Source: an optimization exercise on an open RTL-to-GDS flow (aim: small area). Production flows keep margins and buffers that such runs may drop.
Function was checked by simulation only, so behaviour that the tests miss may differ from the original.

==> flow/design.v <==
package bi_pkg;
    localparam int DATA_W = 32;
    localparam int NUM_SEG = 4;
    localparam int SEG_W = DATA_W / NUM_SEG;
    localparam int LINK_W = DATA_W + NUM_SEG;
    localparam int HIST_BINS = NUM_SEG * (SEG_W / 2 + 1) + 1;
    localparam int LIVE_BINS = NUM_SEG * (SEG_W / 2) + 1;
    localparam int BIN_W = $clog2(HIST_BINS);
    localparam int HIST_CNT_W = 16;
    localparam int SUM_W = 22;
    typedef struct packed {
        logic [DATA_W-1:0]  data;
        logic [NUM_SEG-1:0] inv;
    } link_word_t;
endpackage
module bi_tx_stage (
    input  logic                      clk,
    input  logic                      rst_n,
    input  logic [bi_pkg::DATA_W-1:0] in_data_i,
    input  logic                      in_valid_i,
    output logic                      in_ready_o,
    input  logic                      tx_ready_i,
    output logic [bi_pkg::DATA_W-1:0] tx_data_o,
    output logic                      tx_valid_o
);
    logic [bi_pkg::DATA_W-1:0] data_q;
    logic              full_q;
    assign in_ready_o = ~full_q | tx_ready_i;
    always_ff @(posedge clk or negedge rst_n) begin
        if (!rst_n) begin
            full_q <= 1'b0;
        end else begin
            full_q <= (in_valid_i & in_ready_o) | (full_q & ~tx_ready_i);
        end
    end
    always_ff @(posedge clk) begin
        if (in_ready_o) begin
            data_q <= in_data_i;
        end
    end
    assign tx_data_o = data_q;
    assign tx_valid_o = full_q;
endmodule
module bi_seg_coder (
    input  logic [bi_pkg::SEG_W-1:0] seg_i,
    input  logic [bi_pkg::SEG_W-1:0] raw_i,
    input  logic                     inv_i,
    output logic                     inv_o,
    output logic [2:0]               tog_o
);
    logic [bi_pkg::SEG_W-1:0] d;
    logic [3:0]               c;
    assign d = seg_i ^ raw_i;
    always_comb begin
        c = '0;
        for (int b = 0; b < bi_pkg::SEG_W; b++) begin
            c = c + 4'(d[b]);
        end
    end
    assign inv_o = inv_i ^ (c > 4'd4);
    assign tog_o = (c > 4'd4) ? 3'(4'd9 - c) : c[2:0];
endmodule
module bi_link_reg (
    input  logic                      clk,
    input  logic                      rst_n,
    input  logic                      tx_full_i,
    input  logic                      link_ready_i,
    output logic                      tx_ready_o,
    output logic                      load_o,
    output logic                      full_o,
    input  logic [bi_pkg::DATA_W-1:0] raw_i,
    input  logic [bi_pkg::NUM_SEG-1:0] inv_i,
    output logic [bi_pkg::DATA_W-1:0] raw_o,
    output logic [bi_pkg::NUM_SEG-1:0] inv_o,
    output bi_pkg::link_word_t        link_o
);
    logic [bi_pkg::DATA_W-1:0]  raw_q;
    logic [bi_pkg::NUM_SEG-1:0] inv_q;
    logic                       full_q;
    assign tx_ready_o = ~full_q | link_ready_i;
    assign load_o = tx_full_i & tx_ready_o;
    always_ff @(posedge clk or negedge rst_n) begin
        if (!rst_n) begin
            full_q <= 1'b0;
        end else begin
            full_q <= load_o | (full_q & ~link_ready_i);
        end
    end
    assign full_o = full_q;
    always_ff @(posedge clk or negedge rst_n) begin
        if (!rst_n) begin
            raw_q <= '0;
            inv_q <= '0;
        end else if (load_o) begin
            raw_q <= raw_i;
            inv_q <= inv_i;
        end
    end
    assign raw_o = raw_q;
    assign inv_o = inv_q;
    always_comb begin
        for (int s = 0; s < bi_pkg::NUM_SEG; s++) begin
            link_o.data[s*bi_pkg::SEG_W +: bi_pkg::SEG_W] =
                raw_q[s*bi_pkg::SEG_W +: bi_pkg::SEG_W] ^ {bi_pkg::SEG_W{inv_q[s]}};
        end
        link_o.inv = inv_q;
    end
endmodule
module bi_rx_stage (
    input  logic                      clk,
    input  logic                      rst_n,
    input  logic [bi_pkg::DATA_W-1:0] raw_i,
    input  logic                      link_full_i,
    output logic                      link_ready_o,
    output logic [bi_pkg::DATA_W-1:0] out_data_o,
    output logic                      out_valid_o,
    input  logic                      out_ready_i
);
    logic [bi_pkg::DATA_W-1:0] data_q;
    logic              full_q;
    assign link_ready_o = ~full_q | out_ready_i;
    always_ff @(posedge clk or negedge rst_n) begin
        if (!rst_n) begin
            full_q <= 1'b0;
        end else begin
            full_q <= (link_full_i & link_ready_o) | (full_q & ~out_ready_i);
        end
    end
    always_ff @(posedge clk) begin
        if (link_ready_o) begin
            data_q <= raw_i;
        end
    end
    assign out_data_o = data_q;
    assign out_valid_o = full_q;
endmodule
module bi_transition_stats (
    input  logic                     clk,
    input  logic                     rst_n,
    input  logic                     load_i,
    input  logic [4*3-1:0]           tog_i,
    input  logic                     stat_req_i,
    output logic                     stat_valid_o,
    output logic [bi_pkg::BIN_W-1:0] stat_bin_o,
    output logic [bi_pkg::SUM_W-1:0] stat_sum_o
);
    localparam int NB = bi_pkg::LIVE_BINS;
    localparam int CW = bi_pkg::HIST_CNT_W;
    localparam int BW = bi_pkg::BIN_W;
    localparam int SW = bi_pkg::SUM_W;
    localparam int PW = SW - 1;
    logic [BW-1:0] hit_bin;
    assign hit_bin = BW'(tog_i[2:0]) + BW'(tog_i[5:3]) + BW'(tog_i[8:6]) + BW'(tog_i[11:9]);
    logic [CW-1:0] hist_q [NB];
    logic [CW-1:0] hist_t [NB];
    always_comb begin
        for (int i = 0; i < NB; i++) begin
            hist_t[i][0] = load_i & (hit_bin == BW'(i));
            for (int k = 1; k < CW; k++) begin
                hist_t[i][k] = hist_t[i][k-1] & hist_q[i][k-1];
            end
        end
    end
    always_ff @(posedge clk or negedge rst_n) begin
        if (!rst_n) begin
            for (int i = 0; i < NB; i++) begin
                hist_q[i] <= '0;
            end
        end else begin
            for (int i = 0; i < NB; i++) begin
                hist_q[i] <= hist_q[i] ^ hist_t[i];
            end
        end
    end
    logic [BW-1:0] cnt_q;
    logic          idle;
    logic          req_accept;
    logic          stat_valid_q;
    logic [CW-1:0] h;
    assign idle = (cnt_q == '0);
    assign req_accept = idle & stat_req_i;
    always_comb begin
        h = '0;
        for (int i = 0; i < NB; i++) begin
            h = h | (hist_q[i] & {CW{cnt_q == BW'(i)}});
        end
    end
    always_ff @(posedge clk or negedge rst_n) begin
        if (!rst_n) begin
            cnt_q <= '0;
            stat_valid_q <= 1'b0;
        end else begin
            if (req_accept) begin
                cnt_q <= BW'(1);
                stat_valid_q <= 1'b0;
            end else if (cnt_q == BW'(bi_pkg::HIST_BINS + 1)) begin
                cnt_q <= '0;
                stat_valid_q <= 1'b1;
            end else if (!idle) begin
                cnt_q <= cnt_q + 1'b1;
            end
        end
    end
    logic [PW-1:0] p_q;
    logic [PW-1:0] p_in;
    logic [PW-1:0] p_s;
    logic [PW:0]   p_c;
    logic          fin;
    logic          q_en;
    logic [SW-1:0] q_b;
    logic [SW-1:0] q_s;
    logic [SW:0]   q_c;
    logic [CW-1:0] run_max_q;
    logic [BW-1:0] run_bin_q;
    logic [SW-1:0] run_sum_q;
    assign fin = (cnt_q == BW'(NB));
    assign q_en = ~idle & (cnt_q <= BW'(NB));
    assign q_b = fin ? {p_q[SW-5:0], 4'b0000} : ~{1'b0, p_q};
    assign p_in = idle ? '0 : p_q;
    always_comb begin
        p_c[0] = 1'b0;
        for (int i = 0; i < PW; i++) begin
            logic hb;
            hb = (i < CW) ? h[i] : 1'b0;
            p_s[i] = p_in[i] ^ hb ^ p_c[i];
            p_c[i+1] = (p_in[i] & hb) | (p_in[i] & p_c[i]) | (hb & p_c[i]);
        end
        q_c[0] = ~fin;
        for (int i = 0; i < SW; i++) begin
            q_s[i] = run_sum_q[i] ^ q_b[i] ^ q_c[i];
            q_c[i+1] = (run_sum_q[i] & q_b[i]) | (run_sum_q[i] & q_c[i]) | (q_b[i] & q_c[i]);
        end
    end
    always_ff @(posedge clk) begin
        p_q <= p_s;
        if (req_accept) begin
            run_max_q <= h;
            run_bin_q <= '0;
        end else if (!idle) begin
            if (h > run_max_q) begin
                run_max_q <= h;
                run_bin_q <= cnt_q;
            end
        end
        if (req_accept) begin
            run_sum_q <= '0;
        end else if (q_en) begin
            run_sum_q <= q_s;
        end
    end
    assign stat_valid_o = stat_valid_q;
    assign stat_bin_o = run_bin_q;
    assign stat_sum_o = run_sum_q;
endmodule
module bi_link_top (
    input  logic                      clk,
    input  logic                      rst_n,
    input  logic [bi_pkg::DATA_W-1:0] in_data_i,
    input  logic                      in_valid_i,
    output logic                      in_ready_o,
    output logic [bi_pkg::DATA_W-1:0] out_data_o,
    output logic                      out_valid_o,
    input  logic                      out_ready_i,
    output bi_pkg::link_word_t        link_o,
    input  logic                      stat_req_i,
    output logic                      stat_valid_o,
    output logic [bi_pkg::BIN_W-1:0]  stat_bin_o,
    output logic [bi_pkg::SUM_W-1:0]  stat_sum_o
);
    logic [bi_pkg::DATA_W-1:0]  tx_data;
    logic                       tx_ready;
    logic                       tx_full;
    logic                       load;
    logic [bi_pkg::DATA_W-1:0]  link_raw;
    logic [bi_pkg::NUM_SEG-1:0] link_inv;
    logic                       link_full;
    logic                       link_ready;
    logic [bi_pkg::NUM_SEG-1:0] code_inv;
    logic [4*3-1:0]             seg_tog;
    bi_tx_stage u_tx_stage (
        .clk        (clk),
        .rst_n      (rst_n),
        .in_data_i  (in_data_i),
        .in_valid_i (in_valid_i),
        .in_ready_o (in_ready_o),
        .tx_ready_i (tx_ready),
        .tx_data_o  (tx_data),
        .tx_valid_o (tx_full)
    );
    for (genvar g = 0; g < bi_pkg::NUM_SEG; g++) begin : gen_seg_coder
        bi_seg_coder u_seg_coder (
            .seg_i (tx_data[g*bi_pkg::SEG_W +: bi_pkg::SEG_W]),
            .raw_i (link_raw[g*bi_pkg::SEG_W +: bi_pkg::SEG_W]),
            .inv_i (link_inv[g]),
            .inv_o (code_inv[g]),
            .tog_o (seg_tog[g*3 +: 3])
        );
    end
    bi_link_reg u_link_reg (
        .clk          (clk),
        .rst_n        (rst_n),
        .tx_full_i    (tx_full),
        .link_ready_i (link_ready),
        .tx_ready_o   (tx_ready),
        .load_o       (load),
        .full_o       (link_full),
        .raw_i        (tx_data),
        .inv_i        (code_inv),
        .raw_o        (link_raw),
        .inv_o        (link_inv),
        .link_o       (link_o)
    );
    bi_rx_stage u_rx_stage (
        .clk          (clk),
        .rst_n        (rst_n),
        .raw_i        (link_raw),
        .link_full_i  (link_full),
        .link_ready_o (link_ready),
        .out_data_o   (out_data_o),
        .out_valid_o  (out_valid_o),
        .out_ready_i  (out_ready_i)
    );
    bi_transition_stats u_stats (
        .clk          (clk),
        .rst_n        (rst_n),
        .load_i       (load),
        .tog_i        (seg_tog),
        .stat_req_i   (stat_req_i),
        .stat_valid_o (stat_valid_o),
        .stat_bin_o   (stat_bin_o),
        .stat_sum_o   (stat_sum_o)
    );
endmodule
==> flow/run.sh <==
#!/bin/bash
# synth_recipe.tcl (not shown) runs the flow's synth.tcl, then flattens the netlist and writes it again
# the make line also repeats each setting of config.mk as NAME=value (left out here)
make -C /OpenROAD-flow-scripts/flow DESIGN_CONFIG=/design/flow/config.mk WORK_HOME=/design/flow/orfs CLKGATE_MAP_FILE= SYNTH_SCRIPT=/design/flow/synth_recipe.tcl finish
==> flow/config.mk <==
export PLATFORM = sky130hd
export DESIGN_NAME = bi_link_top
export DESIGN_NICKNAME = bi_link_top
export VERILOG_FILES = /design/flow/design.v
export SDC_FILE = /design/flow/constraint.sdc
export NUM_CORES = 4
export LEC_CHECK = 0
export ABC_AREA = 1
export CAP_MARGIN = 20
export CORE_MARGIN = 2
export CORE_UTILIZATION = 40
export CTS_BUF_LIST = sky130_fd_sc_hd__clkbuf_4
export SLEW_MARGIN = 20
==> flow/constraint.sdc <==
create_clock -name core_clock -period 12.0 [get_ports {clk}]
set_input_delay 2.4000 -clock core_clock [delete_from_list [all_inputs] [get_ports {clk}]]
set_output_delay 2.4000 -clock core_clock [all_outputs]
set_load 0.01 [all_outputs]
==> run summary, run 1 <==
final WL 47100 um; Worst-path clk slew 70 ps; Synth cell types between 40 and 50; WL/cell 15.9 um; reg2reg start u_link_reg.raw_q[9]; fin crit period 9260 ps; Worst Setup EP u_stats.hist_q[15][15]; Max Slew Vio Count 0; slowest stage cell, crit path fa_1; Hold WS roughly 460 ps; NumNets Final 2556; relative slew slack 0.354; final setup violation count 0; sequential fraction of the synthesis area 0.525; I/O Buffers 134; # clock sinks 445; CP startpoint u_link_reg.raw_q[9]; die width ~240 um; Clock Tree Buf Depth 3; crit path DAT 10010 ps; Initial DRC Count approximately 600; unrepaired setup endpoints after global routing false; clock latency (worst-skew pair) 890 ps; Post-CTS Setup Inserts 0; maximum operating frequency 108 MHz; area of the mapped netlist 21500 um^2; Synth Register Bits around 450; layout cells sized above 1 0.108; final worst clock skew between 70 and 80 ps; Setup TNS 0 ps; critical path class reg2reg; largest net degree at the start of global routing 161; Final period util 0.771; post_cts resized 0; most frequent CP cell ha_1; # rows 85; Final Wtd Congestion 0.827; hpwl dp ~35000 um; worst-margin pin slew 965 ps; DRT Pass-1 Iters 5; max incr delay on CP 560 ps; Worst Setup End Kind flop; gr ovfl total 0; # fillers ~5000; Hold WC Path Type reg2reg; WP data required 12750 ps; commonest non-fill, non-tap cell in the layout nand2_1; core area 53500 um^2; initial antenna violation count 2; worst reg2reg path endpoint u_stats.hist_q[15][15]; Cells on Worst Hold Path 2; Tot GR Track Use 0.172; Post-DP Area roughly 24000 um^2; most frequent cells in the layout nand2_1, dfrtp_1, ha_1; cts hold-fix bufs 0; Final Instance Area 25200 um^2; CTS tree done; # DRC 0; full die area 55700 um^2; Synth warnings 7; Via density 4.68; final hold viol count 0; ys async rst share 0.712; io pins 135; Clock Tree Root clkbuf_4; DRT antenna net count 0; status timing/DRC/antenna clean; area growth from synthesis to layout 17.0%; Cells after Synth roughly 1900; syn_area_per_cell roughly 11 um^2; first-pass GRT wire length 74900 um; max-cap violations 0; initial core utilization 0.403; Top FF cell, synth dfrtp_1; # H-tree levels 3; Vias 13800; Post-synth EDFFs 80; CTS Buf Count roughly 120; worst reg-to-reg path cell count 40; critical path launch point type flop; vias in the first global route 14400; Die H 236 um; Worst R2R Setup Slack between 2000 and 3000 ps; syn_nets 2329; crit-path max FO 4
-- cell usage after synthesis, types with 18 or more instances --
master	number	area (um^2)
dfxtp_1	48	961
inv_1	209	785
nand3_1	18	90.1
ha_1	300	3750
nand4_1	21	131
edfxtp_1	80	2400
o21ai_0	49	245
a21oi_1	37	185
fa_1	56	1120
xor2_1	71	622
dfrtp_1	317	7930
nand2_1	429	1610
nor2_1	133	499
xnor2_1	32	280
-- cell type report --
type	count	area (um^2)	area share
Sequential cell	445	11300	0.448
Multi-Input combinational cell	1235	9180	0.365
Timing Repair Buffer	149	1480	0.0586
Clock buffer	189	1420	0.0563
Tap cell	696	871	0.0346
Inverter	216	816	0.0324
Clock inverter	23	121	0.00482
Antenna cell	5	12.5	0.000497
-- worst max-delay path, delay by kind of cell, from the launching register on --
kind	cells	cell delay, ps
buffers and inverters	7	450
adders and majority gates	25	6860
AOI/OAI and AO/OA	1	290
xor gates and xnor gates	4	750
DFF	1	430
and+or+nand+nor	3	340
-- through the flow --
step | setup WS, ps | cells | util
floorplan | 3300 | 1936 | -
global placement | 2850 | 2741 | 0.442
detailed placement | 2750 | 2741 | 0.442
CTS | 2700 | 2953 | 0.471
global route | 2230 | 2957 | 0.471
finish | 2740 | 2958 | 0.471
-- routing by layer --
metal | share of wire | up-vias | track usage
li1 | - | 6820 | -
met1 | 0.43 | 6666 | 0.205
met2 | 0.50 | 250 | 0.299
met3 | 0.045 | 108 | 0.0432
met4 | 0.030 | 0 | 0.0683
met5 | 0 | - | 0
-- state kept, by name, summed over array words and instances, names as in the netlist, 4 cells and up --
register and cells:
u_stats.run_max_q 16, u_stats.p_q 21, u_stats.run_sum_q 22, u_rx_stage.data_q 32, u_link_reg.raw_q 32, u_tx_stage.data_q 32, u_stats.cnt_q 5, u_stats.run_bin_q 5
u_stats.hist_q 272, u_link_reg.inv_q 4
-- logic make-up (layout without fill, tap and decap cells) --
logic type,Yosys count,in the layout,share of synthesized area
mux,1,1,0.000465
other cells,0,5,0
fa+ha+maj,356,356,0.226
flops,445,445,0.525
simple gates,649,649,0.123
compound gates,126,126,0.0347
xor+xnor,103,103,0.0419
buf+inv,256,577,0.0489
-- worst min path at each step --
stage                                start                endpoint  slack [ps]
floorplan                u_link_reg.full_q       u_rx_stage.full_q         420
global placement         u_link_reg.full_q       u_rx_stage.full_q         440
detailed placement       u_link_reg.full_q       u_rx_stage.full_q         460
CTS                      u_link_reg.full_q       u_rx_stage.full_q         470
global route        u_stats.hist_q[14][15]  u_stats.hist_q[14][15]         480
finish                   u_link_reg.full_q       u_rx_stage.full_q         460
==> run 2: changes to the inputs <==
--- a/flow/config.mk
+++ b/flow/config.mk
@@ -11,3 +11,2 @@
 export CORE_UTILIZATION = 40
-export CTS_BUF_LIST = sky130_fd_sc_hd__clkbuf_4
 export SLEW_MARGIN = 20
==> run summary, run 2 <==
critical path class reg2reg; final worst clock skew 20.8 ps; cts hold-fix bufs 0; critical path launch point type flop; Worst-path clk slew approximately 60 ps; final setup violation count 0; Final Wtd Congestion 0.827; most frequent cells in the layout nand2_1, dfrtp_1, ha_1; hpwl dp roughly 35000 um; Synth cell types 44; final hold viol count 0; crit path DAT 9700 ps; Clock Tree Root clkbuf_16; largest net degree at the start of global routing roughly 160; maximum operating frequency 108 MHz; final WL 46500 um; post_cts resized 0; WL/cell 16.4 um; max reg flops 272; Post-CTS Setup Inserts 0; Hold WC Path Type reg2reg; max incr delay on CP 560 ps; Synth area leaders dfrtp_1, ha_1, edfxtp_1; CTS tree done; die width 236 um; most frequent CP cell ha_1; unrepaired setup endpoints after global routing false; status timing/DRC/antenna clean; reg2reg start u_link_reg.raw_q[9]; # clock sinks approximately 450; fin crit period 9240 ps; Die H 236 um; layout cells sized above 1 0.0557; Via density 4.74; Setup TNS 0 ps; NumNets Final between 2000 and 2500; # rows 85; Cells after Synth 1936; gr ovfl total 0; Initial DRC Count around 670; commonest non-fill, non-tap cell in the layout nand2_1; # fillers between 4000 and 5000; syn_area_per_cell 11.1 um^2; hold endpoint u_rx_stage.full_q; syn_nets 2329; Synth warnings 7; Synth Register Bits between 400 and 500; Max Slew Vio Count 0; Vias 13400; sequential fraction of the synthesis area 0.525; post-synth top area share 0.368; area growth from synthesis to layout 17.2%; HP Start u_link_reg.full_q; Crit. path cell count 40; count leader, synth nand2_1; clock latency (worst-skew pair) 580 ps; diode count 0; Largest Register u_stats.hist_q; initial core utilization 0.403; Cells on Worst Hold Path 2; # DRC 0; crit-path max FO 4; relative slew slack 0.349; worst reg2reg path endpoint u_stats.hist_q[15][15]; worst reg-to-reg path cell count 40; Top FF cell, synth dfrtp_1; synth cell count leaders nand2_1, dfrtp_1, ha_1, inv_1, nor2_1; slowest stage cell, crit path fa_1; core area 53500 um^2; Worst Setup End Kind flop; Tot GR Track Use 0.170; CTS Buf Count 49; area of the mapped netlist 21500 um^2; WP buf/inv 7; first-pass GRT wire length around 74000 um; worst-margin pin slew 973 ps; I/O Buffers 134; Post-synth EDFFs 80; # H-tree levels 2; Final period util 0.770; io pins 135; vias in the first global route 13900; Clock Tree Buf Depth 3; initial antenna violation count 0; Worst R2R Setup Slack about 2800 ps; WP data required 12460 ps; DRT antenna net count 0; max-cap violations 0; leading area contributor after synthesis dfrtp_1; full die area 55700 um^2; DRT Pass-1 Iters 4; crit-path leading delay family adder cells; ys async rst share 0.712
-- run 2: how the worst max path moves through the flow --
stage               slack [ps]                 start                     end
finish                    2760   u_link_reg.raw_q[9]  u_stats.hist_q[15][15]
global route              2240   u_link_reg.raw_q[9]  u_stats.hist_q[15][15]
CTS                       2720  u_tx_stage.data_q[0]  u_stats.hist_q[15][15]
detailed placement        2750   u_link_reg.raw_q[9]  u_stats.hist_q[15][15]
global placement          2850   u_link_reg.raw_q[9]  u_stats.hist_q[15][15]
floorplan                 3300   u_link_reg.raw_q[9]  u_stats.hist_q[15][15]
-- run 2: cell families (layout without fill, tap and decap cells) --
logic type,after synthesis,count (layout),share of synthesized area
AND/OR/NAND/NOR,649,649,0.123
buffers and inverters,256,456,0.0489
multiplexers,1,1,0.000465
flip-flops,445,445,0.525
XOR/XNOR,103,103,0.0419
AO/OA/AOI/OAI,126,126,0.0347
adder cells (fa/ha/maj),356,356,0.226
-- run 2: stage by stage --
step                cell area (um^2)  hold slack (ps)  setup WS [ps]   util  instances
finish                         25200              459           2760  0.472       2832
global route                   25200              475           2240  0.472       2832
CTS                            25200              464           2720  0.472       2832
detailed placement             23600              455           2750  0.442       2741
global placement               23600              439           2850  0.442       2741
floorplan                      21500              423           3300      -       1936
-- run 2: layout make-up --
type / count / area (um^2) / area share
Sequential cell: 445 / 11300 / 0.448
Multi-Input combinational cell: 1235 / 9180 / 0.364
Timing Repair Buffer: 149 / 1480 / 0.0585
Clock buffer: 71 / 1440 / 0.0571
Tap cell: 696 / 871 / 0.0345
Inverter: 216 / 816 / 0.0323
Clock inverter: 20 / 150 / 0.00595
-- run 2: routing by layer --
| layer | up-vias | part of all wire | GRT usage |
|---|---|---|---|
| met4 | 0 | 0.029 | 0.0552 |
| met2 | 197 | 0.50 | 0.297 |
| met5 | - | 0 | 0 |
| met1 | 6531 | 0.43 | 0.211 |
| li1 | 6607 | - | - |
| met3 | 76 | 0.039 | 0.0346 |
-- run 2: worst reg2reg max path, delay by kind of cell, from the launching register on --
| family | cells | cell delay, ps |
|---|---|---|
| and+or+nand+nor | 3 | 340 |
| xor gates and xnor gates | 4 | 750 |
| DFF | 1 | 420 |
| AOI/OAI and AO/OA | 1 | 290 |
| buffers and inverters | 7 | 450 |
| adders and majority gates | 25 | 6860 |
==> run 3: changes to the inputs <==
--- a/flow/config.mk
+++ b/flow/config.mk
@@ -11,2 +11,5 @@
 export CORE_UTILIZATION = 40
+export CTS_BUF_LIST = sky130_fd_sc_hd__clkbuf_16
+export CTS_CLUSTER_DIAMETER = 50
+export CTS_CLUSTER_SIZE = 18
 export SLEW_MARGIN = 20
==> run summary, run 3 <==
synth cell count leaders nand2_1, dfrtp_1, ha_1, inv_1, nor2_1; # H-tree levels 2; syn_area_per_cell 11.1 um^2; WP data required 12470 ps; DRT Pass-1 Iters 4; Synth area leaders dfrtp_1, ha_1, edfxtp_1; pre-CTS WS 2750 ps; most frequent CP cell ha_1; max-cap violations 0; gr ovfl total 0; critical path launch point type flop; Final WS setup between 2000 and 3000 ps; maximum operating frequency 108 MHz; most frequent cells in the layout nand2_1, dfrtp_1, ha_1; Die H about 240 um; final worst clock skew 27.1 ps; Final Wtd Congestion 0.827; slowest stage cell, crit path fa_1; core area between 50000 and 60000 um^2; sequential fraction of the synthesis area 0.525; unrepaired setup endpoints after global routing false; vias in the first global route around 14000; post_cts resized 0; area growth from synthesis to layout 17.4%; Largest Register u_stats.hist_q; syn_nets ~2300; post-synth top area share 0.368; final core utilization 0.473; Hold WC Path Type reg2reg; Worst-path clk slew ~70 ps; area of the multi-input gates around 9200 um^2; Post-synth EDFFs 80; Synth cell types 44; leading area contributor after synthesis dfrtp_1; worst-margin pin slew 994 ps; Clock Tree Buf Depth 3; Vias between 10000 and 15000; final WL 46500 um; hpwl dp between 30000 and 40000 um; area of the mapped netlist about 22000 um^2; # fillers between 4000 and 5000; Max Slew Vio Count 0; ys async rst share 0.712; Via density 4.76; I/O Buffers 134; io pins 135; Post-CTS Setup Inserts 0; Tot GR Track Use 0.170; fin crit period between 9000 and 10000 ps; layout cells sized above 1 0.0587; DRT antenna net count 0; CTS tree done; Cells after Synth 1936; clock latency (worst-skew pair) a little under 600 ps; final hold viol count 0; critical path class reg2reg; Worst Setup End Kind flop; Top FF cell, synth dfrtp_1; initial antenna violation count 0; CTS Buf Count 45; WP buf/inv 7; Synth warnings 7; relative slew slack 0.335; largest net degree at the start of global routing 161; Initial DRC Count 639; Seq. cell area 11300 um^2; # clock sinks 445; Synth Register Bits 445; crit-path leading delay family adder cells; WL/cell 16.4 um; Clock Tree Root clkbuf_16; first-pass GRT wire length 74000 um; Worst R2R Setup Slack 2760 ps; full die area 55700 um^2; crit-path max FO 4; die width 236 um; Final period util 0.770; Setup TNS 0 ps; initial core utilization 0.403; NumNets Final 2485; final setup violation count 0; commonest non-fill, non-tap cell in the layout nand2_1; crit path DAT 9710 ps; count leader, synth nand2_1; max reg flops ~270; cts hold-fix bufs 0; # rows 85; # DRC 0; diode count 0; status timing/DRC/antenna clean; max incr delay on CP 560 ps
==> run 3: cell count changes in the layout (fill, tap and decap cells not counted) <==
cell	delta
clkbuf_1	-11
clkbuf_8	-9
clkinv_8	+8
clkinv_1	-6
inv_6	+5
clkinv_2	-4
inv_1	+4
inv_8	+4
clkbuf_16	-2
inv_12	+2
bufinv_16	+1
clkinv_4	+1
==> run 3: cell type report <==
type / count / share of cell area
clock buffers: 49 / 0.0485
repair buffers: 149 / 0.0584
clock inverters: 35 / 0.0163
well taps: 696 / 0.0344
inverters: 216 / 0.0323
multi-input cells: 1235 / 0.363
flip-flops and latches: 445 / 0.447
==> run 3: per-layer routing <==
layer | track usage | up-vias | part of all wire
met5 | 0 | - | 0
met4 | 0.0608 | 0 | 0.031
met1 | 0.210 | 6546 | 0.43
met2 | 0.300 | 208 | 0.50
met3 | 0.0286 | 76 | 0.037
li1 | - | 6605 | -
==> run 3: per-stage QoR <==
| stage | area, um^2 | hold slack [ps] | instances |
|---|---|---|---|
| final | 25300 | 460 | 2825 |
| after global routing | 25300 | 477 | 2825 |
| after CTS | 25300 | 465 | 2825 |
| after detailed placement | 23600 | 455 | 2741 |
| after global placement | 23600 | 439 | 2741 |
| after floorplan | 21500 | 423 | 1936 |
==> run 3: cell families (layout without fill, tap and decap cells) <==
kind of cell,count (synthesis),in the layout,synth area share
AO/OA/AOI/OAI,126,126,0.0347
XOR/XNOR,103,103,0.0419
multiplexers,1,1,0.000465
flip-flops,445,445,0.525
adder cells (fa/ha/maj),356,356,0.226
buffers and inverters,256,449,0.0489
AND/OR/NAND/NOR,649,649,0.123
==> run 3: path summary, 6_finish.rpt <==
kind                                startpoint                     end  cells after the start
min                          u_link_reg.full_q       u_rx_stage.full_q                      2
min in group asynchronous                rst_n    u_stats.hist_q[1][2]                      1
max                        u_link_reg.raw_q[9]  u_stats.hist_q[15][15]                     40
min reg2reg                  u_link_reg.full_q       u_rx_stage.full_q                      2
max reg2reg                u_link_reg.raw_q[9]  u_stats.hist_q[15][15]                     40
max in group asynchronous                rst_n   u_stats.hist_q[7][15]                      2
==> run 3: worst min-delay path, cell delays in order, from the launching register on <==
cell     delay (ps)
dfrtp_1         320
inv_1            50
nand2_1          60
==> run 4: changes to the inputs <==
--- a/flow/config.mk
+++ b/flow/config.mk
@@ -12,4 +12,4 @@
 export CTS_BUF_LIST = sky130_fd_sc_hd__clkbuf_16
-export CTS_CLUSTER_DIAMETER = 50
-export CTS_CLUSTER_SIZE = 18
+export CTS_CLUSTER_DIAMETER = 60
+export CTS_CLUSTER_SIZE = 24
 export SLEW_MARGIN = 20
==> run summary, run 4 <==
status timing/DRC/antenna clean; Final Wtd Congestion 0.827; Final Instance Area 24900 um^2; # rows 85; Die H 236 um; max reg flops ~270; WL met1 20300 um; sequential fraction of the synthesis area 0.525; area of the multi-input gates 9180 um^2; max incr delay on CP 560 ps; post_cts resized 0; critical path launch point type flop; Clock Tree Buf Depth 3; critical path class reg2reg; Vias 13300; io pins 135; clock latency (worst-skew pair) about 570 ps; full die area 55700 um^2; Synth warnings 7; Top FF cell, synth dfrtp_1; # clock sinks 445; Via density 4.75; Worst R2R Setup Slack 2760 ps; hpwl dp about 35000 um; unrepaired setup endpoints after global routing false; maximum operating frequency 108 MHz; Cell Count, Final, Fillers Out 2807; metal2 WL 23300 um; Hold WC Path Type reg2reg; gr ovfl total 0; Seq. cell area 11300 um^2; initial antenna violation count 0; crit-path max FO 4; layout cells sized above 1 0.0507; Worst-path clk slew 80 ps; I/O Buffers 134; area growth from synthesis to layout 15.8%; # DRC 0; Crit. path cell count 40; ys async rst share 0.712; Clock Tree Root clkbuf_16; die width 236 um; Cells after Synth 1936; initial core utilization 0.403; final WL approximately 46000 um; Final WS setup ~2800 ps; most frequent CP cell ha_1; crit path DAT 9690 ps; synth cell count leaders nand2_1, dfrtp_1, ha_1, inv_1, nor2_1; CTS Buf Count 37; Worst Setup EP u_stats.hist_q[15][15]; syn_area_per_cell ~11 um^2; NumNets Final 2477; crit-path leading delay family adder cells; Max Slew Vio Count 0; # fillers 4889; first-pass GRT wire length roughly 74000 um; WL/cell roughly 16 um; syn_nets 2329; WP buf/inv 7; post-synth top area share 0.368; Synth Register Bits 445; pre-CTS WS 2750 ps; DP Cell Count 2741; final setup violation count 0; core area 53500 um^2; slowest stage cell, crit path fa_1; Initial DRC Count 594; Synth cell types 44; Post-synth EDFFs 80; final hold viol count 0; count leader, synth nand2_1; leading area contributor after synthesis dfrtp_1; commonest non-fill, non-tap cell in the layout nand2_1; most frequent cells in the layout nand2_1, dfrtp_1, ha_1; diode count 0; CP startpoint u_link_reg.raw_q[9]; WP data required 12450 ps; area of the mapped netlist ~22000 um^2; # H-tree levels 2; largest net degree at the start of global routing 161; Worst Setup End Kind flop; vias in the first global route about 14000; cts hold-fix bufs 0; DRT Pass-1 Iters 4; worst-margin pin slew 1020 ps; Post-CTS Setup Inserts 0; Post-DP Area approximately 24000 um^2; Synth area leaders dfrtp_1, ha_1, edfxtp_1; Largest Register u_stats.hist_q; DRT antenna net count 0; relative slew slack 0.319; max-cap violations 0; worst reg-to-reg path cell count 40; Top Metal Used met4; Tot GR Track Use 0.169; Setup TNS 0 ps; final worst clock skew ~18 ps; CTS tree done; worst reg2reg path endpoint u_stats.hist_q[15][15]; reg2reg start u_link_reg.raw_q[9]; Final period util 0.770; fin crit period 9240 ps; routed wl met3 1450 um
-- run 4: final cells by class --
type	instances	share of cell area
Sequential cell	445	0.453
Inverter	216	0.0327
Clock buffer	37	0.0371
Timing Repair Buffer	149	0.0592
Multi-Input combinational cell	1235	0.368
Clock inverter	29	0.0145
Tap cell	696	0.0349
-- run 4: how the worst min path moves through the flow --
stage                            from  cells past startpoint  slack (ps)                endpoint
3_5_place_dp        u_link_reg.full_q                      2         460       u_rx_stage.full_q
6_report            u_link_reg.full_q                      2         460       u_rx_stage.full_q
2_1_floorplan       u_link_reg.full_q                      2         420       u_rx_stage.full_q
3_3_place_gp        u_link_reg.full_q                      2         440       u_rx_stage.full_q
5_1_grt        u_stats.hist_q[14][15]                      1         480  u_stats.hist_q[14][15]
4_1_cts             u_link_reg.full_q                      2         470       u_rx_stage.full_q
-- run 4: logic make-up after synthesis --
| logic type | after synthesis | share of synthesized area |
|---|---|---|
| AO/OA/AOI/OAI | 126 | 0.0347 |
| XOR/XNOR | 103 | 0.0419 |
| adder cells (fa/ha/maj) | 356 | 0.226 |
| buffers and inverters | 256 | 0.0489 |
| flip-flops | 445 | 0.525 |
| multiplexers | 1 | 0.000465 |
| AND/OR/NAND/NOR | 649 | 0.123 |
-- run 4: metal layers --
| layer | up-vias | track usage |
|---|---|---|
| met5 | - | 0 |
| met4 | 0 | 0.0454 |
| met3 | 74 | 0.0276 |
| met2 | 173 | 0.301 |
| met1 | 6514 | 0.212 |
| li1 | 6569 | - |
-- run 4: stage by stage --
stage,util,hold slack [ps]
5_1_grt,0.466,478
3_5_place_dp,0.442,455
6_report,0.466,463
3_3_place_gp,0.442,439
2_1_floorplan,-,423
4_1_cts,0.466,468
-- run 4: tightest hold or removal path, cell delays in order, from the launching register on --
cell and delay [ps]:
dfrtp_1 330, inv_1 50, nand2_1 60
==> run 5: changes to the inputs <==
==> flow/flow/run.sh (new file) <==
#!/bin/bash
# Standard layout with two changes: the port buffers use the smallest buffer
# cell, and clock tree synthesis uses larger sink clusters without dummy loads.
set -euo pipefail
export BUFFER_PORTS_ARGS="-buffer_cell sky130_fd_sc_hd__buf_1"
export CTS_ARGS="-sink_clustering_enable -repair_clock_nets -sink_clustering_size 24 -sink_clustering_max_diameter 60 -buf_list sky130_fd_sc_hd__clkbuf_16 -dont_use_dummy_load"
bash standard.sh > standard.log 2>&1
==> flow/standard.sh (new file) <==
#!/bin/bash
# synth_recipe.tcl (not shown) runs the flow's synth.tcl, then flattens the netlist and writes it again
# the make line also repeats each setting of config.mk as NAME=value (left out here)
make -C /OpenROAD-flow-scripts/flow DESIGN_CONFIG=/design/flow/config.mk WORK_HOME=/design/flow/orfs CLKGATE_MAP_FILE= SYNTH_SCRIPT=/design/flow/synth_recipe.tcl "${@:-finish}"
--- a/flow/config.mk
+++ b/flow/config.mk
@@ -11,5 +11,2 @@
 export CORE_UTILIZATION = 40
-export CTS_BUF_LIST = sky130_fd_sc_hd__clkbuf_16
-export CTS_CLUSTER_DIAMETER = 60
-export CTS_CLUSTER_SIZE = 24
 export SLEW_MARGIN = 20
removed: flow/run.sh
==> run summary, run 5 <==
post-synth top area share 0.368; Worst Setup End Kind flop; final worst clock skew 89.2 ps; worst reg2reg path endpoint u_stats.hist_q[15][15]; Vias 13200; io pins 135; pre-CTS WS 2610 ps; Post-synth EDFFs 80; Hold WC Path Type reg2reg; Final Wtd Congestion about 0.85; final hold viol count 0; initial core utilization 0.403; CTS tree done; Setup TNS 0 ps; I/O Buffers between 100 and 150; Via density 4.74; post_cts resized 0; status timing/DRC/antenna clean; crit-path max FO 4; syn_area_per_cell ~11 um^2; simple-gate area share of the yosys netlist 0.123; most frequent cells in the layout nand2_1, dfrtp_1, ha_1; fin crit period 9380 ps; CTS Buf Count 35; reg2reg start u_tx_stage.data_q[1]; area of the mapped netlist 21500 um^2; # rows 85; layout cells sized above 1 0.0399; area growth from synthesis to layout 9.99%; Worst-path clk slew 70 ps; Initial DRC Count 769; HP Start u_link_reg.full_q; leading area contributor after synthesis dfrtp_1; critical path class reg2reg; syn_nets approximately 2300; cts hold-fix bufs 0; largest net degree at the start of global routing 175; full die area 55700 um^2; Worst R2R Setup Slack roughly 2600 ps; Clock Tree Root clkbuf_16; DRT antenna net count 0; final setup violation count 0; Tot GR Track Use 0.164; # DRC 0; most frequent CP cell ha_1; maximum operating frequency 107 MHz; WP data required 12420 ps; WL/cell 16.0 um; synth cell count leaders nand2_1, dfrtp_1, ha_1, inv_1, nor2_1; max reg flops 272; XOR/XNOR Fraction of Synth Area 0.0419; Final Instance Area 23700 um^2; Synth Area in Compound Gates 0.0347; Final period util 0.782; commonest non-fill, non-tap cell in the layout nand2_1; crit-path leading delay family adder cells; post-synthesis mux area share 0.000465; NumNets Final 2476; first-pass GRT wire length 72200 um; hpwl dp 34200 um; Die H around 240 um; max-cap violations 0; clock latency (worst-skew pair) 570 ps; Max Slew Vio Count 0; Synth Register Bits 445; critical path launch point type flop; gr ovfl total 0; # H-tree levels 2; Post-DP Area between 20000 and 25000 um^2; Clock Tree Buf Depth 3; Synth warnings 7; final WL 44600 um; Synth cell types 44; crit path DAT 9800 ps; unrepaired setup endpoints after global routing false; worst reg-to-reg path cell count 39; worst-margin pin slew 1000 ps; slowest stage cell, crit path fa_1; WP buf/inv 6; # clock sinks 445; largest family of logic cells by synthesized area adder cells; sequential fraction of the synthesis area 0.525; Adder-Cell Fraction of Synth Area 0.226; Cells after Synth 1936; Largest Register u_stats.hist_q; ys async rst share 0.712; initial antenna violation count 0; Final WS setup between 2000 and 3000 ps; max incr delay on CP 560 ps; Post-CTS Setup Inserts 0; DRT Pass-1 Iters 5; relative slew slack 0.331; die width roughly 240 um; count leader, synth nand2_1; core area 53500 um^2; Synth area leaders dfrtp_1, ha_1, edfxtp_1; hold endpoint u_rx_stage.full_q; vias in the first global route 13700; Top FF cell, synth dfrtp_1; Cells on Worst Hold Path 2
## run 5: worst register-to-register path: cells and delay by family, from the launching register on
| kind | cells | cell delay, ps |
|---|---|---|
| adder cells (fa/ha/maj) | 25 | 7060 |
| buffers and inverters | 6 | 390 |
| AO/OA/AOI/OAI | 1 | 300 |
| flip-flops | 1 | 420 |
| AND/OR/NAND/NOR | 3 | 340 |
| XOR/XNOR | 4 | 760 |
## run 5: logic make-up after synthesis
group | after synthesis
muxes | 1
buffers and inverters | 256
and+or+nand+nor | 649
xor gates and xnor gates | 103
DFF | 445
AOI/OAI and AO/OA | 126
adders and majority gates | 356
## run 5: worst max-delay path by stage
stage                    startpoint                     end  slack [ps]  depth (start not counted)
4_1_cts        u_tx_stage.data_q[8]  u_stats.hist_q[15][15]        2580                         40
2_1_floorplan   u_link_reg.raw_q[9]  u_stats.hist_q[15][15]        3300                         40
3_5_place_dp    u_link_reg.raw_q[9]  u_stats.hist_q[15][15]        2610                         40
5_1_grt        u_tx_stage.data_q[8]  u_stats.hist_q[15][15]        2120                         40
6_report       u_tx_stage.data_q[1]  u_stats.hist_q[15][15]        2620                         39
3_3_place_gp    u_link_reg.raw_q[9]  u_stats.hist_q[15][15]        2820                         40
## run 5: area by class of cell
cell class,count,area (um^2)
Antenna cell,1,2.50
Sequential cell,445,11300
Tap cell,696,871
Clock buffer,35,876
Fill cell,5039,29800
Inverter,216,816
Timing Repair Buffer,150,639
Multi-Input combinational cell,1235,9180
## run 5: metrics by stage
| stage | cells | utilization | hold slack (ps) |
|---|---|---|---|
| 3_5_place_dp | 2742 | 0.426 | 449 |
| 5_1_grt | 2777 | 0.443 | 471 |
| 3_3_place_gp | 2742 | 0.426 | 432 |
| 4_1_cts | 2777 | 0.443 | 456 |
| 6_report | 2778 | 0.443 | 453 |
| 2_1_floorplan | 1936 | - | 423 |
## run 5: routing by layer
metal | track usage | wire (um) | vias to the layer above
met5 | 0 | 0 | -
met4 | 0.0488 | 1170 | 0
met3 | 0.0257 | 1390 | 69
met2 | 0.286 | 22200 | 194
met1 | 0.211 | 19800 | 6367
li1 | - | - | 6539
==> run 6: changes to the inputs <==
==> flow/flow/run.sh (replaced) <==
#!/bin/bash
# Standard layout with two changes: the port buffers use the smallest buffer
# cell, and clock tree synthesis uses larger sink clusters without dummy loads.
set -euo pipefail
export BUFFER_PORTS_ARGS="-buffer_cell sky130_fd_sc_hd__buf_1"
export CTS_ARGS="-sink_clustering_enable -repair_clock_nets -sink_clustering_size 30 -sink_clustering_max_diameter 80 -buf_list sky130_fd_sc_hd__clkbuf_16 -dont_use_dummy_load"
bash standard.sh > standard.log 2>&1
==> run summary, run 6 <==
die width 236 um; # rows 85; GR Util met2 0.286; most frequent CP cell ha_1; gr ovfl total 0; Final Instance Area 23400 um^2; DRT Pass-1 Iters 4; syn_area_per_cell ~11 um^2; NumNets Final 2465; WL/cell 15.9 um; fin crit period 9350 ps; Final period util 0.779; Setup TNS 0 ps; final WL 43900 um; leading area contributor after synthesis dfrtp_1; core area 53500 um^2; busiest layer in global routing met2; Clock Tree Root clkbuf_16; Cell Count, Final, Fillers Out about 2800; syn_nets 2329; area growth from synthesis to layout 8.72%; Worst Setup EP u_stats.hist_q[15][15]; post-synth top area share 0.368; CP startpoint u_tx_stage.data_q[8]; Hold WC Path Type reg2reg; # fillers 5064; Worst-path clk slew 100 ps; Tot GR Track Use 0.162; CTS Buf Count 24; initial core utilization 0.403; cts hold-fix bufs 0; initial antenna violation count 0; Post-DP Area 22800 um^2; crit-path max FO 4; layout cells sized above 1 0.0348; Worst Setup End Kind flop; Max Slew Vio Count 0; Clock Tree Buf Depth 3; DP Cell Count 2742; worst reg2reg path endpoint u_stats.hist_q[15][15]; Synth cell types 44; count leader, synth nand2_1; final hold viol count 0; critical path launch point type flop; pre-CTS WS 2610 ps; critical path class reg2reg; final setup violation count 0; Post-CTS Setup Inserts 0; full die area between 50000 and 60000 um^2; Final Wtd Congestion approximately 0.85; Post-synth EDFFs 80; met3 Use GR 0.0190; final worst clock skew 82.0 ps; I/O Buffers ~130; CTS tree done; Vias 13100; first-pass GRT wire length 71700 um; io pins between 100 and 150; worst-margin pin slew about 1000 ps; max incr delay on CP 550 ps; Synth warnings 7; sequential fraction of the synthesis area 0.525; worst reg-to-reg path cell count 40; crit path DAT 9800 ps; ys async rst share 0.712; WP data required approximately 12000 ps; # clock sinks 445; max-cap violations 0; Synth area leaders dfrtp_1, ha_1, edfxtp_1; Initial DRC Count 612; Synth Register Bits approximately 450; maximum operating frequency 107 MHz; # DRC 0; vias in the first global route 13600; area of the mapped netlist roughly 22000 um^2; # H-tree levels 1; unrepaired setup endpoints after global routing false; Die H 236 um; max reg flops between 200 and 300; largest net degree at the start of global routing about 180; DRT antenna net count 0; Worst R2R Setup Slack 2650 ps; Cells after Synth ~1900; status timing/DRC/antenna clean; Global Route met1 Usage 0.211; synth cell count leaders nand2_1, dfrtp_1, ha_1, inv_1, nor2_1; Final WS setup 2650 ps; relative slew slack 0.330; hpwl dp roughly 34000 um; clock latency (worst-skew pair) roughly 590 ps; post_cts resized 0; Via density about 4.8; slowest stage cell, crit path fa_1; most frequent cells in the layout nand2_1, dfrtp_1, ha_1; reg2reg start u_tx_stage.data_q[8]; Largest Register u_stats.hist_q; Top FF cell, synth dfrtp_1; commonest non-fill, non-tap cell in the layout nand2_1
-- run 6: final cells by class --
type / instances / area [um^2] / area share
sequential: 445 / 11300 / 0.483
multi-input combinational: 1235 / 9180 / 0.392
tap: 696 / 871 / 0.0372
inverter: 216 / 816 / 0.0348
timing repair buffer: 150 / 639 / 0.0273
clock buffer: 24 / 601 / 0.0257
antenna: 1 / 2.50 / 0.000107
-- run 6: worst max-delay path: cells and delay by family (launching register included) --
kind	cells	cell delay (ps)
adder cells (fa/ha/maj)	25	6920
XOR/XNOR	4	750
buffers and inverters	7	480
flip-flops	1	420
AND/OR/NAND/NOR	3	360
AO/OA/AOI/OAI	1	300
-- run 6: how the worst min path moves through the flow --
stage,start,endpoint,cells past startpoint
finish,u_link_reg.full_q,u_rx_stage.full_q,2
global placement,u_link_reg.full_q,u_rx_stage.full_q,2
floorplan,u_link_reg.full_q,u_rx_stage.full_q,2
global route,u_link_reg.full_q,u_rx_stage.full_q,2
CTS,u_link_reg.full_q,u_rx_stage.full_q,2
detailed placement,u_link_reg.full_q,u_rx_stage.full_q,2
-- run 6: cells by family (layout without fill, tap and decap cells) --
family	count (synthesis)	after routing	share of synthesized area
AO/OA/AOI/OAI	126	126	0.0347
XOR/XNOR	103	103	0.0419
adder cells (fa/ha/maj)	356	356	0.226
buffers and inverters	256	390	0.0489
flip-flops	445	445	0.525
multiplexers	1	1	0.000465
other	0	1	0
AND/OR/NAND/NOR	649	649	0.123
-- run 6: metal layers --
metal	vias to the layer above	routed length [um]
met5	-	0
met4	0	1150
met3	64	1280
met2	186	22000
met1	6382	19500
li1	6517	-
-- run 6: per-stage QoR --
step | hold WS [ps] | util
after floorplan | 423 | -
after global routing | 476 | 0.438
after detailed placement | 449 | 0.426
after CTS | 462 | 0.438
after global placement | 432 | 0.426
final | 458 | 0.438
==> run 7: changes to the inputs <==
--- a/flow/config.mk
+++ b/flow/config.mk
@@ -8,5 +8,5 @@
 export ABC_AREA = 1
-export CAP_MARGIN = 20
+export CAP_MARGIN = 0
 export CORE_MARGIN = 2
-export CORE_UTILIZATION = 40
-export SLEW_MARGIN = 20
+export CORE_UTILIZATION = 60
+export SLEW_MARGIN = 0
==> run summary, run 7 <==
Tot GR Track Use 0.244; relative slew slack 0.386; # clock sinks approximately 450; Hold WC Path Type reg2reg; NumNets Final approximately 2500; Worst-path clk slew 100 ps; Final WS setup 2780 ps; largest net degree at the start of global routing 139; Post-synth EDFFs 80; Max Slew Vio Count 0; worst-margin pin slew 918 ps; Synth Register Bits 445; Synth warnings 7; Largest Register u_stats.hist_q; leading area contributor after synthesis dfrtp_1; ys async rst share 0.712; diode count 0; Via density between 5 and 6; hpwl dp 34600 um; final WL 44300 um; most frequent CP cell ha_1; Setup TNS 0 ps; max reg flops 272; WL/cell between 15 and 20 um; worst reg2reg path endpoint u_stats.hist_q[15][15]; max incr delay on CP 560 ps; post-synth top area share 0.368; area growth from synthesis to layout 7.08%; Final Instance Area 23100 um^2; commonest non-fill, non-tap cell in the layout nand2_1; WP data required ~12000 ps; area of the mapped netlist approximately 22000 um^2; gr ovfl total 0; Final period util 0.768; critical path launch point type flop; Worst Setup End Kind flop; initial core utilization 0.607; final worst clock skew approximately 45 ps; Post-DP Area 22500 um^2; final setup violation count 0; Synth area leaders dfrtp_1, ha_1, edfxtp_1; CP startpoint u_link_reg.raw_q[9]; full die area roughly 37000 um^2; crit-path max FO 4; CTS tree done; most frequent cells in the layout nand2_1, dfrtp_1, ha_1; first-pass GRT wire length slightly above 70000 um; clock latency (worst-skew pair) 560 ps; cts hold-fix bufs 0; sequential fraction of the synthesis area 0.525; maximum operating frequency approximately 110 MHz; post_cts resized 0; Worst R2R Setup Slack 2780 ps; Clock Tree Buf Depth 3; syn_nets 2329; Vias 13300; worst reg-to-reg path cell count 40; status timing/DRC/antenna clean; initial antenna violation count 0; pre-CTS WS 2730 ps; synth cell count leaders nand2_1, dfrtp_1, ha_1, inv_1, nor2_1; Cells after Synth 1936; die width 193 um; I/O Buffers about 130; DRT Pass-1 Iters 5; DRT antenna net count 0; vias in the first global route about 14000; unrepaired setup endpoints after global routing false; Die H 193 um; slowest stage cell, crit path fa_1; Initial DRC Count a little under 700; layout cells sized above 1 0.0324; reg2reg start u_link_reg.raw_q[9]; Top FF cell, synth dfrtp_1; Synth cell types 44; CTS Buf Count 23; Worst Setup EP u_stats.hist_q[15][15]; critical path class reg2reg; Final Wtd Congestion 0.870; core area 35500 um^2; count leader, synth nand2_1; Clock Tree Root clkbuf_16; # rows 69; # DRC 0; max-cap violations 0; fin crit period 9220 ps; final hold viol count 0; io pins about 140; syn_area_per_cell 11.1 um^2; crit path DAT 9670 ps; Post-CTS Setup Inserts 0; # H-tree levels 1
## run 7: cell counts after synthesis
No cell type changed its count.
## run 7: through the flow
stage	hold slack (ps)	std cells	utilization
3_3_place_gp	436	2503	0.634
6_report	473	2526	0.650
3_5_place_dp	437	2503	0.634
2_1_floorplan	423	1936	-
4_1_cts	473	2526	0.650
5_1_grt	487	2526	0.650
## run 7: routing by layer
metal	GRT usage	vias to the layer above	routed length, um	part of all wire
met2	0.424	183	21700	0.49
met5	0	-	0	0
li1	-	6501	-	-
met3	0.0235	54	1340	0.030
met4	0.0472	0	870	0.020
met1	0.340	6551	20300	0.46
## run 7: layout make-up
cell class	instances	area (um^2)
clock buffers	23	576
inverters	216	816
well taps	461	577
fillers	2864	12400
multi-input cells	1235	9180
repair buffers	146	609
flip-flops and latches	445	11300
## run 7: worst min-delay path by stage
stage                                  end              startpoint  slack [ps]  depth (start not counted)
floorplan                u_rx_stage.full_q       u_link_reg.full_q         420                          2
global placement         u_rx_stage.full_q       u_link_reg.full_q         440                          2
detailed placement       u_rx_stage.full_q       u_link_reg.full_q         440                          2
CTS                  u_stats.hist_q[6][15]   u_stats.hist_q[6][15]         470                          1
global route        u_stats.hist_q[15][15]  u_stats.hist_q[15][15]         490                          1
finish                   u_rx_stage.full_q       u_link_reg.full_q         470                          2
## run 7: worst max-delay path, delay by kind of cell, from the launching register on
kind	cells	cell delay, ps
buffers and inverters	7	450
adders and majority gates	25	6860
and+or+nand+nor	3	370
AOI/OAI and AO/OA	1	270
DFF	1	430
xor gates and xnor gates	4	750
## run 7: logic make-up after synthesis
logic type                 share of synthesized area
AOI/OAI and AO/OA                             0.0347
xor gates and xnor gates                      0.0419
adders and majority gates                      0.226
buffers and inverters                         0.0489
DFF                                            0.525
muxes                                       0.000465
and+or+nand+nor                                0.123
==> run 8: changes to the inputs <==
--- a/flow/design.v
+++ b/flow/design.v
@@ -52,11 +52,16 @@
     logic [3:0]               c;
+    logic                     gt4;
     assign d = seg_i ^ raw_i;
-    always_comb begin
-        c = '0;
-        for (int b = 0; b < bi_pkg::SEG_W; b++) begin
-            c = c + 4'(d[b]);
-        end
-    end
-    assign inv_o = inv_i ^ (c > 4'd4);
-    assign tog_o = (c > 4'd4) ? 3'(4'd9 - c) : c[2:0];
+    logic s1, c1, s2, c2, s3, c3, k1, t, k2, k3;
+    assign {c1, s1} = 2'(d[0]) + 2'(d[1]) + 2'(d[2]);
+    assign {c2, s2} = 2'(d[3]) + 2'(d[4]) + 2'(d[5]);
+    assign {c3, s3} = {d[6] & d[7], d[6] ^ d[7]};
+    assign {k1, c[0]} = 2'(s1) + 2'(s2) + 2'(s3);
+    assign {k2, t} = 2'(c1) + 2'(c2) + 2'(c3);
+    assign {k3, c[1]} = {t & k1, t ^ k1};
+    assign c[2] = k2 ^ k3;
+    assign c[3] = k2 & k3;
+    assign gt4 = c[3] | (c[2] & (c[1] | c[0]));
+    assign inv_o = inv_i ^ gt4;
+    assign tog_o = gt4 ? 3'(4'd9 - c) : c[2:0];
 endmodule
==> flow/flow/run.sh (replaced) <==
#!/bin/bash
# Standard layout with three changes:
#  - synthesis maps the logic with an area-oriented ABC script (flow/abc_area.script);
#    everything else in synthesis, registers included, is the standard synthesis
#  - the port buffers use the smallest buffer cell
#  - clock tree synthesis uses larger sink clusters and no dummy loads
set -euo pipefail
W=$(pwd)
# the standard synthesis script, with only the ABC script swapped
sed "s|^source \$::env(SCRIPTS_DIR)/synth_preamble.tcl|&\nset abc_args [lreplace \$abc_args 1 1 $W/flow/abc_area.script]|" \
    "$FLOW_HOME/scripts/synth.tcl" > "$W/area_synth_body.tcl"
grep -q "abc_area.script\]" "$W/area_synth_body.tcl"
sed "s|source \$::env(SCRIPTS_DIR)/synth.tcl|source $W/area_synth_body.tcl|" "$W/synth_recipe.tcl" > "$W/area_synth.tcl"
grep -q "area_synth_body.tcl" "$W/area_synth.tcl"
sed "s|SYNTH_SCRIPT=[^ ]*|SYNTH_SCRIPT=$W/area_synth.tcl|" "$W/standard.sh" > "$W/area_standard.sh"
grep -q "SYNTH_SCRIPT=$W/area_synth.tcl" "$W/area_standard.sh"
export BUFFER_PORTS_ARGS="-buffer_cell sky130_fd_sc_hd__buf_1"
export CTS_ARGS="-sink_clustering_enable -repair_clock_nets -sink_clustering_size 16 -sink_clustering_max_diameter 50 -buf_list sky130_fd_sc_hd__clkbuf_8 -dont_use_dummy_load"
bash "$W/area_standard.sh" > "$W/standard.log" 2>&1
==> flow/flow/abc_area.script (new file) <==
strash
&get -n
&fraig -x
&put
dc2
strash
&get -n
&dch -f
&nf -a -p -R 1000
&put
topo
dnsize -c
==> run summary, run 8 <==
gr ovfl total 0; GR Util met2 0.438; area of the multi-input gates around 8600 um^2; post-synth top area share 0.392; Max Slew Vio Count 0; full die area roughly 35000 um^2; crit-path max FO 9; critical path launch point type flop; crit path DAT 9730 ps; Top FF cell, synth dfrtp_1; # H-tree levels 2; max incr delay on CP 900 ps; sequential fraction of the synthesis area 0.558; synth cell count leaders dfrtp_1, ha_1, nand2_1, clkinv_1, edfxtp_1; worst reg-to-reg path cell count 29; commonest non-fill, non-tap cell in the layout dfrtp_1; Synth cell types 40; count leader, synth dfrtp_1; Synth Register Bits 445; most frequent CP cell fa_1; initial antenna violation count 0; cts hold-fix bufs 0; # rows 67; Clock Tree Buf Depth 3; worst-margin pin slew 1170 ps; Initial DRC Count approximately 1100; WL/cell 20.5 um; most frequent cells in the layout dfrtp_1, ha_1, nand2_1; Cells after Synth 1526; vias in the first global route roughly 13000; fin crit period 9230 ps; Vias 12400; syn_area_per_cell 13.3 um^2; final setup violation count 0; met3 Use GR 0.0419; Worst Setup EP u_stats.p_q[20]; Synth warnings 6; clock latency (worst-skew pair) 600 ps; max reg flops ~270; Global Route met1 Usage 0.359; # clock sinks about 450; Synth area leaders dfrtp_1, ha_1, edfxtp_1; DRT Pass-1 Iters 5; Worst-path clk slew 70 ps; maximum operating frequency 108 MHz; Final period util 0.770; relative slew slack 0.215; # DRC 0; Setup TNS 0 ps; I/O Buffers 134; Largest Register u_stats.hist_q; CTS Buf Count 42; post_cts resized 0; layout cells sized above 1 0.0440; final core utilization 0.662; final WL 44600 um; NumNets Final approximately 2100; largest net degree at the start of global routing 83; worst reg2reg path endpoint u_stats.p_q[20]; Final Wtd Congestion between 0.8 and 0.9; final hold viol count 0; Clock Tree Root clkbuf_8; status timing/DRC/antenna clean; syn_nets around 1900; leading area contributor after synthesis dfrtp_1; Die H about 190 um; area growth from synthesis to layout 9.13%; critical path class reg2reg; hpwl dp 32900 um; Post-synth EDFFs 80; final worst clock skew 47.0 ps; Post-CTS Setup Inserts 0; CP startpoint u_stats.cnt_q[0]; reg2reg start u_stats.cnt_q[0]; Via density 5.70; io pins 135; Worst Setup End Kind flop; # fillers approximately 2600; area of the mapped netlist a little over 20000 um^2; Hold WC Path Type reg2reg; Seq. cell area about 11000 um^2; max-cap violations 0; diode count 0; initial core utilization 0.607; slowest stage cell, crit path nor2_1; unrepaired setup endpoints after global routing false; WP data required 12500 ps; first-pass GRT wire length 71000 um; busiest layer in global routing met2; die width 188 um; Tot GR Track Use 0.264; core area 33400 um^2; DRT antenna net count 0; CTS tree done; Worst R2R Setup Slack 2770 ps; ys async rst share 0.712
==> run 8: cell count changes in the layout (fill, tap and decap cells not counted), sizes merged, moves of 16 or more <==
| cell | previous run | this run |
|---|---|---|
| nor2 | 145 | 53 |
| inv | 216 | 0 |
| clkbuf | 24 | 43 |
| clkinv | 0 | 96 |
| o21ai | 50 | 32 |
| a22oi | 0 | 28 |
| buf | 145 | 161 |
| a222oi | 0 | 53 |
| nand2 | 437 | 203 |
==> run 8: critical path, delay by kind of cell (launching register included) <==
family	cells	cell delay (ps)
AND/OR/NAND/NOR	4	1490
AO/OA/AOI/OAI	1	200
XOR/XNOR	1	110
buffers and inverters	3	250
adder cells (fa/ha/maj)	20	6610
flip-flops	1	450
==> run 8: per-layer routing <==
metal | part of all wire | up-vias
met2 | 0.48 | 294
met5 | 0 | -
met3 | 0.049 | 87
met1 | 0.44 | 6219
met4 | 0.032 | 0
li1 | - | 5787
==> run 8: area by class of cell <==
class                      count  share of cell area
sequential                   445               0.511
timing repair buffer         162              0.0324
inverter                      96              0.0163
tap                          448              0.0254
clock buffer                  42              0.0262
multi-input combinational    981               0.388
==> run 8: per-stage QoR <==
| step | cells | setup WS [ps] | hold slack [ps] | area, um^2 |
|---|---|---|---|---|
| 5_1_grt | 2174 | 2410 | 492 | 22100 |
| 3_3_place_gp | 2132 | 3060 | 460 | 21500 |
| 6_report | 2174 | 2770 | 472 | 22100 |
| 4_1_cts | 2174 | 2870 | 472 | 22100 |
| 3_5_place_dp | 2132 | 2920 | 462 | 21500 |
| 2_1_floorplan | 1526 | 3240 | 436 | 20200 |
==> run 8: worst min path at each step <==
stage                                      from                    end  slack [ps]  depth (start not counted)
after global routing      u_stats.hist_q[1][15]  u_stats.hist_q[1][15]         490                          1
after floorplan               u_link_reg.full_q      u_rx_stage.full_q         440                          1
after global placement    u_stats.hist_q[1][15]  u_stats.hist_q[1][15]         460                          1
final                     u_stats.hist_q[9][15]  u_stats.hist_q[9][15]         470                          1
after detailed placement  u_stats.hist_q[9][15]  u_stats.hist_q[9][15]         460                          1
after CTS                 u_stats.hist_q[9][15]  u_stats.hist_q[9][15]         470                          1
==> run 8: logic make-up (layout without fill, tap and decap cells) <==
logic type | after synthesis | after routing | share of synthesized area
flops | 445 | 445 | 0.558
buf+inv | 100 | 300 | 0.0193
compound gates | 191 | 191 | 0.0690
simple gates | 338 | 338 | 0.0715
xor+xnor | 96 | 96 | 0.0415
fa+ha+maj | 356 | 356 | 0.241

## re-timing with driven ports
No port has a modelled driver above. Below, the same layouts with a new extraction and two added sets of constraints.
Step 1 (the two cells are an assumption about what drives the block):
set clk [get_ports {clk}]
set_driving_cell -lib_cell sky130_fd_sc_hd__clkbuf_16 $clk
set_driving_cell -lib_cell sky130_fd_sc_hd__buf_2 [delete_from_list [all_inputs] $clk]
Step 2 moves the port delays by t, midway between the first and last clock arrival at a register: inputs arrive t later, outputs are due t later. That takes back most of the time a late clock gives input paths.
a / b / c = ideal / step 1 / step 2; a / b = the first two.
run	shift t [ns]	setup slack, ns	hold WS [ns]	worst slew at a driven data input, ns
run 1	0.900	2.744 / 2.744 / 2.744	0.461 / 0.461 / 0.461	0.08
run 2	0.629	2.762 / 2.762 / 2.762	0.459 / 0.459 / 0.459	0.08
run 3	0.631	2.758 / 2.758 / 2.758	0.460 / 0.460 / 0.460	0.08
run 4	0.615	2.755 / 2.755 / 2.755	0.463 / 0.463 / 0.463	0.09
run 5	0.577	2.619 / 2.619 / 2.619	0.453 / 0.453 / 0.453	0.08
run 6	0.602	2.652 / 2.652 / 2.652	0.458 / 0.458 / 0.458	0.08
run 7	0.595	2.783 / 2.783 / 2.783	0.473 / 0.473 / 0.473	0.07
run 8	0.629	2.766 / 2.766 / 2.766	0.472 / 0.472 / 0.472	0.06
After both steps setup and hold are still met in every run listed.
